This is an optimization exercise on Yosys and OpenROAD, whose aim is small area and a short achievable clock period, not a production implementation. In this exercise RTL edits were held to simulation tests only and were not proved equivalent to the original. Power figures rest on the tool's default switching activity, not on a simulated workload.

Design rgb565_pixel_alu_top, start of the top module:
module rgb565_pixel_alu_top (
	input  logic        clk,
	input  logic        arst_n,
	input  logic        in_valid,
	output logic        in_ready,
	input  logic [2:0]  in_op,
	input  logic [15:0] in_color_a,
	input  logic [15:0] in_color_b,
	input  logic [8:0]  in_weight,
	input  logic [15:0] in_scale_num,
	input  logic [15:0] in_scale_den,
	input  logic [2:0]  in_red_depth,
	input  logic [2:0]  in_green_depth,
	input  logic [2:0]  in_blue_depth,
	output logic        out_valid,
	input  logic        out_ready,
	output logic [15:0] out_color
);
==> flow/config.mk <==
export PLATFORM = sky130hd
export DESIGN_NAME = rgb565_pixel_alu_top
export DESIGN_NICKNAME = rgb565_pixel_alu_top
export VERILOG_FILES = /design/flow/design.v
export SDC_FILE = /design/flow/constraint.sdc
export NUM_CORES = 4
export LEC_CHECK = 0
export CAP_MARGIN = 20
export CORE_MARGIN = 2
export CORE_UTILIZATION = 55
export CTS_CLUSTER_DIAMETER = 150
export CTS_CLUSTER_SIZE = 24
export PLACE_DENSITY = 0.66
export SETUP_SLACK_MARGIN = 3.3
export SLEW_MARGIN = 20
==> flow/constraint.sdc <==
create_clock -name core_clock -period 6.3 [get_ports {clk}]
set_input_delay 1.2600 -clock core_clock [delete_from_list [all_inputs] [get_ports {clk}]]
set_output_delay 1.2600 -clock core_clock [all_outputs]
set_load 0.01 [all_outputs]
run.sh (not shown) runs the stock make flow with config.mk's settings and CLKGATE_MAP_FILE= SYNTH_SCRIPT=/design/flow/synth_recipe.tcl, a recipe that flattens the netlist after the stock synthesis.
Edit:
- CORE_UTILIZATION: 55 -> 75
- PLACE_DENSITY: 0.66 -> 0.82
=> Critical path depth shrinks by 1. Via count grows by 4.1%. Design area shrinks by 1.3%. Synthesized cell count stays the same. Count of clock-buffer cells in the layout is unchanged. Register-to-register slack gets worse by 0.04 ns. Routed wire length grows by 1.6%. Synthesized area stays the same. Worst hold slack is about the same. Sequential share of layout area grows by 0.45 points. Global-route usage grows by 9.0 points.
Edit:
- CORE_UTILIZATION: 75 -> 40
- PLACE_DENSITY: 0.82 -> default
What happened: Clock-buffer cell count falls by 1. Total power falls slightly. Setup slack improved by 0.013 ns. Sequential power fell slightly. Design area goes up by a few percent. Clock power rose by a few percent. Die area went up by well over a third. Wire length decreases by a few percent.
Edit:
- GPL_ROUTABILITY_DRIVEN: default -> 0
The new run ran to the end with no violations.
Fmax is about the same.
Synthesized area is unchanged.
First-iteration DRC count drops by 10%.
Via count drops by 0.84%.
Clock power barely changes.

* * *

## branch yarrow
Starting RTL as in the previous note.
==> flow/design.v (excerpt) <==
module rgb565_pixel_alu_top (
	input  logic        clk,
	input  logic        arst_n,
	input  logic        in_valid,
	output logic        in_ready,
	input  logic [2:0]  in_op,
	input  logic [15:0] in_color_a,
	input  logic [15:0] in_color_b,
	input  logic [8:0]  in_weight,
	input  logic [15:0] in_scale_num,
	input  logic [15:0] in_scale_den,
	input  logic [2:0]  in_red_depth,
	input  logic [2:0]  in_green_depth,
	input  logic [2:0]  in_blue_depth,
	output logic        out_valid,
	input  logic        out_ready,
	output logic [15:0] out_color
);
make LEC_CHECK=0 CAP_MARGIN=20 CORE_MARGIN=2 CORE_UTILIZATION=65 CTS_CLUSTER_DIAMETER=150 CTS_CLUSTER_SIZE=24 PLACE_DENSITY=0.72 SETUP_SLACK_MARGIN=3.3 SLEW_MARGIN=20 finish   # period 6.3 ns
Here is what was changed in the inputs of branch indigo compared with branch yarrow.
Settings: SETUP_SLACK_MARGIN changed from 3.3 to 3.25.
[summary]
- Re sequential share of layout area: branch indigo and branch yarrow aren't equal, and the higher value belongs to branch indigo.
- Status: part of the total power dissipated in the clock network parity (branch indigo, branch yarrow)
- In branch indigo relative to branch yarrow, wire length of the first global-routing pass had gone down by a few percent.
- On combinational power share, the higher figure sits with branch yarrow, not branch indigo.
- Post-route fraction of the period consumed by the critical path (higher): branch indigo
- Relative to branch yarrow, worst-path maximum fanout increased by 17 in branch indigo.
- Against branch yarrow, branch indigo comes in 0.0036 GHz lower on fmax.
- branch indigo ended up with a lower fraction of final layout cells with drive strength greater than 1 than branch yarrow did.
- Between branch indigo and branch yarrow, it is branch indigo whose wire length is lower, by 3.1%.
- branch indigo gives less proportion of final cell area spent on non-clock buffers than branch yarrow did.

* * *

rgb565_pixel_alu_top again, from the RTL that the note above started with.
==> flow/config.mk <==
export PLATFORM = sky130hd
export DESIGN_NAME = rgb565_pixel_alu_top
export DESIGN_NICKNAME = rgb565_pixel_alu_top
export VERILOG_FILES = /design/flow/design.v
export SDC_FILE = /design/flow/constraint.sdc
export NUM_CORES = 4
export LEC_CHECK = 0
export CAP_MARGIN = 20
export CORE_MARGIN = 2
export CORE_UTILIZATION = 65
export CTS_CLUSTER_DIAMETER = 150
export CTS_CLUSTER_SIZE = 20
export PLACE_DENSITY = 0.72
export SETUP_SLACK_MARGIN = 3.3
export SLEW_MARGIN = 20
==> flow/constraint.sdc <==
create_clock -name core_clock -period 6.3 [get_ports {clk}]
set_input_delay 1.2600 -clock core_clock [delete_from_list [all_inputs] [get_ports {clk}]]
set_output_delay 1.2600 -clock core_clock [all_outputs]
set_load 0.01 [all_outputs]
Next try:
- CTS_CLUSTER_SIZE: 20 -> 30
The changed run finished with timing, DRC and antenna clean.
Core utilization shrinks by 0.53 points.
Sequential cell count does not change.
Non-clock buffer count is higher by 8.
Next try:
- CTS_CLUSTER_SIZE: 30 -> 24
- GPL_ROUTABILITY_DRIVEN: default -> 0
After rerunning: Area after synthesis stays the same. Count of clock-buffer cells in the layout rose by 9. Total power climbs by 2.4%. Clock skew shrinks by 0.021 ns. Final cell count hardly moves. Register-to-register slack barely changes. Routed wire length shrinks by about 2.6%. First-iteration DRC count drops by about 6%. Via count came out lower by about 0.5%. Sequential cell count stays the same.

-- port drivers added, routing unchanged --
How much do the figures lean on ideal ports? The routed layouts below were timed once more, with nothing changed but the port constraints. Step 1 sets driving cells, clkbuf_16 on the clock port and buf_2 on the other inputs (assumed; they add their load-dependent delay and slew). Step 2 moves the port delays by t, midway between the first and last clock arrival at a register: inputs arrive t later, outputs are due t later. That takes back most of the time a late clock gives input paths. Slacks: ideal ports / drivers / drivers and shift; pairs: ideal ports / drivers.
| run | t, ns | setup slack, ns | clock arrival spread, ns | worst register clock-pin slew, ns | pins driven straight from the clock port |
|---|---|---|---|---|---|
| the first run of note 1 | 0.685 | 3.322 / 3.322 / 2.748 | 0.026 / 0.025 | 0.11 / 0.11 | 1 |
| the second run of note 1 | 0.672 | 3.282 / 3.282 / 2.650 | 0.018 / 0.018 | 0.11 / 0.11 | 1 |
| the third run of note 1 | 0.712 | 3.295 / 3.271 / 2.660 | 0.052 / 0.052 | 0.11 / 0.11 | 1 |
| the fourth run of note 1 | 0.716 | 3.297 / 3.297 / 2.713 | 0.047 / 0.047 | 0.11 / 0.11 | 1 |
| branch yarrow | 0.669 | 3.316 / 3.276 / 2.781 | 0.029 / 0.029 | 0.10 / 0.10 | 1 |
| branch indigo | 0.675 | 3.284 / 3.259 / 2.667 | 0.045 / 0.045 | 0.10 / 0.10 | 1 |
| the first run of note 3 | 0.685 | 3.316 / 3.262 / 2.722 | 0.020 / 0.021 | 0.09 / 0.09 | 1 |
| the second run of note 3 | 0.712 | 3.298 / 3.295 / 2.696 | 0.045 / 0.045 | 0.12 / 0.12 | 1 |
| the third run of note 3 | 0.671 | 3.296 / 3.296 / 2.737 | 0.026 / 0.027 | 0.11 / 0.11 | 1 |
After both steps every run listed still meets setup and hold. For the third run of note 1, which loses most, drivers alone change the setup slack by -0.024 ns; drivers and shift together by -0.635 ns.
